What follows belongs to an exercise in optimizing a design on an open flow for small area; a production flow would make more cautious choices. In this exercise RTL edits were held to simulation tests only and were not proved equivalent to the original. Power figures rest on the tool's default switching activity, not on a simulated workload.

==> v3: inputs <==
==> flow/design.v <==
package regfile_pkg;
  localparam int DATA_W_DEF = 32;
  localparam int DEPTH_DEF  = 32;
  localparam int NUM_RD_DEF = 2;
  localparam int NUM_WR_DEF = 2;
  function automatic logic addr_valid(input int unsigned addr, input int unsigned depth,
                                      input logic zero_reg);
    addr_valid = (addr < depth) && !(zero_reg && (addr == 0));
  endfunction
endpackage
module regfile_fwd
#(
  parameter int DEPTH    = regfile_pkg::DEPTH_DEF,
  parameter int ADDR_W   = 5,
  parameter int NUM_WR   = regfile_pkg::NUM_WR_DEF,
  parameter int ZERO_REG = 1,
  parameter int ZOFF     = (ZERO_REG != 0) ? 1 : 0,
  parameter int NTERM    = 1 + NUM_WR + DEPTH - ZOFF
) (
  input  logic [ADDR_W-1:0]        i_rd_addr,
  input  logic                     i_rd_en,
  input  logic [NUM_WR-1:0]        i_wr_en,
  input  logic [NUM_WR*ADDR_W-1:0] i_wr_addr,
  input  logic [DEPTH-1:0]         i_valid,
  output logic [NTERM-1:0]         o_sel
);
  logic [NUM_WR-1:0] w_fwd;
  always_comb begin
    w_fwd = '0;
    for (int j = 0; j < NUM_WR; j++) begin
      if (i_wr_en[j] &&
          regfile_pkg::addr_valid(32'(i_wr_addr[j*ADDR_W +: ADDR_W]), DEPTH, ZERO_REG != 0) &&
          (i_wr_addr[j*ADDR_W +: ADDR_W] == i_rd_addr)) begin
        w_fwd    = '0;
        w_fwd[j] = 1'b1;
      end
    end
  end
  always_comb begin
    o_sel    = '0;
    o_sel[0] = !i_rd_en;
    for (int j = 0; j < NUM_WR; j++) begin
      o_sel[1 + j] = i_rd_en && w_fwd[j];
    end
    for (int k = ZOFF; k < DEPTH; k++) begin
      o_sel[1 + NUM_WR + k - ZOFF] = i_rd_en && !(|w_fwd) && i_valid[k] &&
                                     (i_rd_addr == ADDR_W'(k));
    end
  end
endmodule
module regfile_aoi
#(
  parameter int N = 3
) (
  input  logic [N-1:0] i_sel,
  input  logic [N-1:0] i_dat,
  output logic         o_n
);
  assign o_n = !(|(i_sel & i_dat));
endmodule
module regfile_rdbit
#(
  parameter int NTERM = 35
) (
  input  logic [NTERM-1:0] i_sel,
  input  logic [NTERM-1:0] i_dat,
  output logic             o_bit
);
  localparam int NG3  = NTERM / 3;
  localparam int NREM = NTERM % 3;
  localparam int NGRP = NG3 + ((NREM != 0) ? 1 : 0);
  logic [NGRP-1:0] w_n;
  for (genvar g = 0; g < NG3; g++) begin : g_aoi3
    regfile_aoi #(.N(3)) u_aoi (
      .i_sel(i_sel[3*g +: 3]),
      .i_dat(i_dat[3*g +: 3]),
      .o_n  (w_n[g])
    );
  end
  if (NREM != 0) begin : g_rem
    regfile_aoi #(.N(NREM)) u_aoi (
      .i_sel(i_sel[3*NG3 +: NREM]),
      .i_dat(i_dat[3*NG3 +: NREM]),
      .o_n  (w_n[NG3])
    );
  end
  assign o_bit = !(&w_n);
endmodule
module regfile_cell (
  input  logic clk,
  input  logic i_sel1,
  input  logic i_sel0,
  input  logic i_hold,
  input  logic i_d1,
  input  logic i_d0,
  output logic o_q
);
  logic r_q;
  always_ff @(posedge clk) begin
    r_q <= (i_sel1 & i_d1) | (i_sel0 & i_d0) | (i_hold & r_q);
  end
  assign o_q = r_q;
endmodule
module regfile_mp
#(
  parameter int DATA_W   = regfile_pkg::DATA_W_DEF,
  parameter int DEPTH    = regfile_pkg::DEPTH_DEF,
  parameter int ADDR_W   = (DEPTH > 1) ? $clog2(DEPTH) : 1,
  parameter int NUM_RD   = regfile_pkg::NUM_RD_DEF,
  parameter int NUM_WR   = regfile_pkg::NUM_WR_DEF,
  parameter int ZERO_REG = 1
) (
  input  logic                     clk,
  input  logic                     reset,
  input  logic [NUM_WR-1:0]        reg_write,
  input  logic [NUM_WR*ADDR_W-1:0] w_addr,
  input  logic [NUM_WR*DATA_W-1:0] w_data,
  input  logic [NUM_RD-1:0]        r_en,
  input  logic [NUM_RD*ADDR_W-1:0] r_addr,
  output logic [NUM_RD*DATA_W-1:0] r_data
);
  localparam int ZOFF  = (ZERO_REG != 0) ? 1 : 0;
  localparam int NTERM = 1 + NUM_WR + DEPTH - ZOFF;
  logic [DEPTH-1:0]  w_sel1, w_sel0, w_hold;
  logic [DEPTH-1:0]  r_valid;
  logic [DATA_W-1:0] w_mem [DEPTH];
  always_comb begin
    for (int unsigned k = 0; k < DEPTH; k++) begin
      w_sel1[k] = reg_write[1] &&
                  regfile_pkg::addr_valid(k, DEPTH, ZERO_REG != 0) &&
                  (w_addr[ADDR_W +: ADDR_W] == ADDR_W'(k));
      w_sel0[k] = reg_write[0] && !w_sel1[k] &&
                  regfile_pkg::addr_valid(k, DEPTH, ZERO_REG != 0) &&
                  (w_addr[0 +: ADDR_W] == ADDR_W'(k));
      w_hold[k] = !(w_sel1[k] || w_sel0[k]);
    end
  end
  for (genvar k = 0; k < DEPTH; k++) begin : g_reg
    if (ZERO_REG != 0 && k == 0) begin : g_zero
      assign r_valid[k] = 1'b0;
      assign w_mem[k]   = '0;
    end else begin : g_store
      logic r_v;
      always_ff @(posedge clk or posedge reset) begin
        if (reset) begin
          r_v <= 1'b0;
        end else if (!w_hold[k]) begin
          r_v <= 1'b1;
        end
      end
      assign r_valid[k] = r_v;
      for (genvar b = 0; b < DATA_W; b++) begin : g_bit
        regfile_cell u_cell (
          .clk   (clk),
          .i_sel1(w_sel1[k]),
          .i_sel0(w_sel0[k]),
          .i_hold(w_hold[k]),
          .i_d1  (w_data[DATA_W + b]),
          .i_d0  (w_data[b]),
          .o_q   (w_mem[k][b])
        );
      end
    end
  end
  for (genvar gi = 0; gi < NUM_RD; gi++) begin : g_rd
    logic [NTERM-1:0]  w_sel;
    logic [DATA_W-1:0] w_next;
    logic [DATA_W-1:0] r_rd;
    regfile_fwd #(
      .DEPTH   (DEPTH),
      .ADDR_W  (ADDR_W),
      .NUM_WR  (NUM_WR),
      .ZERO_REG(ZERO_REG),
      .ZOFF    (ZOFF),
      .NTERM   (NTERM)
    ) u_fwd (
      .i_rd_addr(r_addr[gi*ADDR_W +: ADDR_W]),
      .i_rd_en  (r_en[gi]),
      .i_wr_en  (reg_write),
      .i_wr_addr(w_addr),
      .i_valid  (r_valid),
      .o_sel    (w_sel)
    );
    for (genvar b = 0; b < DATA_W; b++) begin : g_bit
      logic [NTERM-1:0] w_dat;
      assign w_dat[0] = r_rd[b];
      for (genvar j = 0; j < NUM_WR; j++) begin : g_wd
        assign w_dat[1 + j] = w_data[j*DATA_W + b];
      end
      for (genvar k = ZOFF; k < DEPTH; k++) begin : g_md
        assign w_dat[1 + NUM_WR + k - ZOFF] = w_mem[k][b];
      end
      regfile_rdbit #(.NTERM(NTERM)) u_rdbit (
        .i_sel(w_sel),
        .i_dat(w_dat),
        .o_bit(w_next[b])
      );
    end
    always_ff @(posedge clk or posedge reset) begin
      if (reset) begin
        r_rd <= '0;
      end else begin
        r_rd <= w_next;
      end
    end
    assign r_data[gi*DATA_W +: DATA_W] = r_rd;
  end
endmodule
==> flow/flow/run.sh <==
#!/bin/bash
set -euo pipefail
export BUFFER_PORTS_ARGS="-buffer_cell sky130_fd_sc_hd__buf_1"
export CTS_ARGS="-sink_clustering_enable -repair_clock_nets -dont_use_dummy_load -buf_list sky130_fd_sc_hd__clkbuf_16 -sink_clustering_size 25 -sink_clustering_max_diameter 80"
bash standard.sh > standard.log 2>&1
==> flow/standard.sh <==
#!/bin/bash
# synth_recipe.tcl (not shown) runs the flow's synth.tcl, then flattens the netlist and writes it again
# the make line also repeats each setting of config.mk as NAME=value (left out here)
make -C /OpenROAD-flow-scripts/flow DESIGN_CONFIG=/design/flow/config.mk WORK_HOME=/design/flow/orfs CLKGATE_MAP_FILE= SYNTH_SCRIPT=/design/flow/synth_recipe.tcl "${@:-finish}"
==> flow/config.mk <==
export PLATFORM = sky130hd
export DESIGN_NAME = regfile_mp
export DESIGN_NICKNAME = regfile_mp
export VERILOG_FILES = /design/flow/design.v
export SDC_FILE = /design/flow/constraint.sdc
export NUM_CORES = 4
export LEC_CHECK = 0
export CAP_MARGIN = 20
export CORE_MARGIN = 2
export CORE_UTILIZATION = 25
export PLACE_DENSITY = 0.4
export SLEW_MARGIN = 20
export SYNTH_HIERARCHICAL = 1
==> flow/constraint.sdc <==
create_clock -name core_clock -period 4.5 [get_ports {clk}]
set_input_delay 0.9000 -clock core_clock [delete_from_list [all_inputs] [get_ports {clk}]]
set_output_delay 0.9000 -clock core_clock [all_outputs]
set_load 0.01 [all_outputs]
==> inputs of v24, as changes to v3 <==
==> flow/design.v (replaced) <==
package regfile_pkg;
  localparam int DATA_W_DEF = 32;
  localparam int DEPTH_DEF  = 32;
  localparam int NUM_RD_DEF = 2;
  localparam int NUM_WR_DEF = 2;
  function automatic logic addr_valid(input int unsigned addr, input int unsigned depth,
                                      input logic zero_reg);
    addr_valid = (addr < depth) && !(zero_reg && (addr == 0));
  endfunction
endpackage
module regfile_fwd
#(
  parameter int DEPTH    = regfile_pkg::DEPTH_DEF,
  parameter int ADDR_W   = 5,
  parameter int ZERO_REG = 1,
  parameter int ZOFF     = (ZERO_REG != 0) ? 1 : 0,
  parameter int NTERM    = 1 + DEPTH - ZOFF
) (
  input  logic [ADDR_W-1:0] i_rd_addr,
  input  logic              i_rd_en,
  input  logic [DEPTH-1:0]  i_valid,
  input  logic [DEPTH-1:0]  i_we,
  output logic [NTERM-1:0]  o_sel
);
  always_comb begin
    o_sel    = '0;
    o_sel[0] = !i_rd_en;
    for (int k = ZOFF; k < DEPTH; k++) begin
      o_sel[1 + k - ZOFF] = i_rd_en && (i_valid[k] || i_we[k]) &&
                            (i_rd_addr == ADDR_W'(k));
    end
  end
endmodule
module regfile_rdbit
#(
  parameter int NTERM = 32
) (
  input  logic [NTERM-1:0] i_sel,
  input  logic [NTERM-1:0] i_dat,
  output logic             o_bit
);
  localparam int NG2  = NTERM / 2;
  localparam int NGRP = NG2 + NTERM % 2;
  logic [NGRP-1:0] w_n;
  for (genvar g = 0; g < NG2; g++) begin : g_aoi
    regfile_aoi22 u_aoi (
      .i_a0(i_sel[2*g]),
      .i_b0(i_dat[2*g]),
      .i_a1(i_sel[2*g + 1]),
      .i_b1(i_dat[2*g + 1]),
      .o_n (w_n[g])
    );
  end
  if (NTERM % 2 != 0) begin : g_rem
    regfile_nand2 u_nand (
      .i_a(i_sel[NTERM - 1]),
      .i_b(i_dat[NTERM - 1]),
      .o_n(w_n[NG2])
    );
  end
  assign o_bit = !(&w_n);
endmodule
module regfile_aoi22 (
  input  logic i_a0,
  input  logic i_b0,
  input  logic i_a1,
  input  logic i_b1,
  output logic o_n
);
  assign o_n = !((i_a0 & i_b0) | (i_a1 & i_b1));
endmodule
module regfile_nand2 (
  input  logic i_a,
  input  logic i_b,
  output logic o_n
);
  assign o_n = !(i_a & i_b);
endmodule
module regfile_cell (
  input  logic clk,
  input  logic i_sel1,
  input  logic i_sel0,
  input  logic i_hold,
  input  logic i_d1,
  input  logic i_d0,
  output logic o_next
);
  logic r_q;
  logic w_wr_n;
  logic w_hold_n;
  logic w_next;
  regfile_aoi22 u_wr (
    .i_a0(i_sel1),
    .i_b0(i_d1),
    .i_a1(i_sel0),
    .i_b1(i_d0),
    .o_n (w_wr_n)
  );
  regfile_nand2 u_hold (
    .i_a(i_hold),
    .i_b(r_q),
    .o_n(w_hold_n)
  );
  regfile_nand2 u_next (
    .i_a(w_wr_n),
    .i_b(w_hold_n),
    .o_n(w_next)
  );
  always_ff @(posedge clk) begin
    r_q <= w_next;
  end
  assign o_next = w_next;
endmodule
module regfile_mp
#(
  parameter int DATA_W   = regfile_pkg::DATA_W_DEF,
  parameter int DEPTH    = regfile_pkg::DEPTH_DEF,
  parameter int ADDR_W   = (DEPTH > 1) ? $clog2(DEPTH) : 1,
  parameter int NUM_RD   = regfile_pkg::NUM_RD_DEF,
  parameter int NUM_WR   = regfile_pkg::NUM_WR_DEF,
  parameter int ZERO_REG = 1
) (
  input  logic                     clk,
  input  logic                     reset,
  input  logic [NUM_WR-1:0]        reg_write,
  input  logic [NUM_WR*ADDR_W-1:0] w_addr,
  input  logic [NUM_WR*DATA_W-1:0] w_data,
  input  logic [NUM_RD-1:0]        r_en,
  input  logic [NUM_RD*ADDR_W-1:0] r_addr,
  output logic [NUM_RD*DATA_W-1:0] r_data
);
  localparam int ZOFF  = (ZERO_REG != 0) ? 1 : 0;
  localparam int NTERM = 1 + DEPTH - ZOFF;
  logic [DEPTH-1:0]  w_sel1, w_sel0, w_hold, w_we;
  logic [DEPTH-1:0]  r_valid;
  logic [DATA_W-1:0] w_next [DEPTH];
  always_comb begin
    for (int unsigned k = 0; k < DEPTH; k++) begin
      w_sel1[k] = reg_write[1] &&
                  regfile_pkg::addr_valid(k, DEPTH, ZERO_REG != 0) &&
                  (w_addr[ADDR_W +: ADDR_W] == ADDR_W'(k));
      w_sel0[k] = reg_write[0] && !w_sel1[k] &&
                  regfile_pkg::addr_valid(k, DEPTH, ZERO_REG != 0) &&
                  (w_addr[0 +: ADDR_W] == ADDR_W'(k));
      w_we[k]   = w_sel1[k] || w_sel0[k];
      w_hold[k] = !w_we[k];
    end
  end
  for (genvar k = 0; k < DEPTH; k++) begin : g_reg
    if (ZERO_REG != 0 && k == 0) begin : g_zero
      assign r_valid[k] = 1'b0;
      assign w_next[k]  = '0;
    end else begin : g_store
      logic r_v;
      always_ff @(posedge clk or posedge reset) begin
        if (reset) begin
          r_v <= 1'b0;
        end else if (w_we[k]) begin
          r_v <= 1'b1;
        end
      end
      assign r_valid[k] = r_v;
      for (genvar b = 0; b < DATA_W; b++) begin : g_bit
        regfile_cell u_cell (
          .clk   (clk),
          .i_sel1(w_sel1[k]),
          .i_sel0(w_sel0[k]),
          .i_hold(w_hold[k]),
          .i_d1  (w_data[DATA_W + b]),
          .i_d0  (w_data[b]),
          .o_next(w_next[k][b])
        );
      end
    end
  end
  for (genvar gi = 0; gi < NUM_RD; gi++) begin : g_rd
    logic [NTERM-1:0]  w_sel;
    logic [DATA_W-1:0] w_rd_next;
    logic [DATA_W-1:0] r_rd;
    regfile_fwd #(
      .DEPTH   (DEPTH),
      .ADDR_W  (ADDR_W),
      .ZERO_REG(ZERO_REG),
      .ZOFF    (ZOFF),
      .NTERM   (NTERM)
    ) u_fwd (
      .i_rd_addr(r_addr[gi*ADDR_W +: ADDR_W]),
      .i_rd_en  (r_en[gi]),
      .i_valid  (r_valid),
      .i_we     (w_we),
      .o_sel    (w_sel)
    );
    for (genvar b = 0; b < DATA_W; b++) begin : g_bit
      logic [NTERM-1:0] w_dat;
      assign w_dat[0] = r_rd[b];
      for (genvar k = ZOFF; k < DEPTH; k++) begin : g_md
        assign w_dat[1 + k - ZOFF] = w_next[k][b];
      end
      regfile_rdbit #(.NTERM(NTERM)) u_rdbit (
        .i_sel(w_sel),
        .i_dat(w_dat),
        .o_bit(w_rd_next[b])
      );
    end
    always_ff @(posedge clk or posedge reset) begin
      if (reset) begin
        r_rd <= '0;
      end else begin
        r_rd <= w_rd_next;
      end
    end
    assign r_data[gi*DATA_W +: DATA_W] = r_rd;
  end
endmodule
==> flow/flow/run.sh (replaced) <==
#!/bin/bash
set -euo pipefail
HERE=$(cd "$(dirname "$0")" && pwd)
export BUFFER_PORTS_ARGS="-buffer_cell sky130_fd_sc_hd__buf_1"
export CTS_ARGS="-sink_clustering_enable -repair_clock_nets -dont_use_dummy_load -buf_list sky130_fd_sc_hd__clkbuf_8 -sink_clustering_size 15 -sink_clustering_max_diameter 60"
export POST_FLOORPLAN_TCL="$HERE/downsize.tcl"
export RECOVER_POWER=100
bash standard.sh > standard.log 2>&1
==> flow/flow/downsize.tcl (new file) <==
# Post-floorplan hook: put every combinational cell at the smallest drive
# strength of its function (synthesis sizes cells for its own load model);
# the placement, CTS and routing repairs resize again where timing, slew or
# capacitance need it. Flip-flops and tie cells are left as they are.
set db [ord::get_db]
set block [ord::get_db_block]
set n 0
foreach inst [$block getInsts] {
  set master [$inst getMaster]
  set name [$master getName]
  if {![regexp {^(sky130_fd_sc_hd__[a-z0-9]+)_([0-9]+)$} $name -> base size]} { continue }
  if {[regexp {__(df|edf|sdf|dl|conb|tap|fill|decap|clk)} $name]} { continue }
  set best ""
  set best_area 0
  foreach s {0 1 2 4} {
    set cand [$db findMaster ${base}_$s]
    if {$cand eq "NULL"} { continue }
    if {[llength [get_lib_cells -quiet ${base}_$s]] == 0} { continue }
    set lc [get_lib_cells ${base}_$s]
    if {[get_property $lc dont_use]} { continue }
    set a [expr {[$cand getWidth] * [$cand getHeight]}]
    if {$best eq "" || $a < $best_area} { set best ${base}_$s; set best_area $a }
  }
  if {$best ne "" && $best ne $name} {
    replace_cell [$inst getName] $best
    incr n
  }
}
puts "downsize.tcl: resized $n instances"
- CORE_UTILIZATION: 25 -> 45
- PLACE_DENSITY: 0.4 -> 0.6
==> key figures <==
Status
  – Layout Check Fails: max-capacitance violations, max-slew violations
  – Run status: failed layout checks

Cells and area
  – Footprint of the multi-input gates: 27800 um2

Run
  – Max Cap Viol: 14

Timing
  – Slew Limit Fails: 434

Power
  – Seq pwr share: 54.8%
  – Internal: 15.4 mW
The numbers above come from v24.

==> key figures <==
Cells and area
  – Clk_buf instances: 78
  – Final #Nets: 5120

Run
  – Max Cap Viol: 0

Power
  – Seq pwr share: 55.4%
  – Internal: 17.6 mW

Status
  – Run status: timing/DRC/antenna clean

Timing
  – Slew Limit Fails: 0
  – Slew HR: 23.0%
The numbers above come from v3.

-- what the ideal ports hide --
The flow's constraints put no driver on any port. The routed layouts listed below were extracted and timed again, unchanged, in two steps.
Step 1 sets driving cells, clkbuf_16 on the clock port and buf_2 on the other inputs (assumed; they add their load-dependent delay and slew).
Step 2, shift: input delay + t, output delay - t, t = (earliest + latest rising clock arrival at the registers) / 2. This alone moves slack from input paths to output paths.
a / b / c = no drivers / after step 1 / after step 2; a / b = the first two.
run | t (ns) | setup slack, ns | worst slew at a driven data input, ns | pins driven straight from the clock port
v3 | 0.786 | 0.615 / 0.673 / -0.113 | 0.06 | 1
v24 | 0.935 | 0.317 / 0.261 / -0.674 | 0.15 | 1
For v24, which loses most, drivers alone change the setup slack by -0.056 ns; drivers and shift together by -0.991 ns.
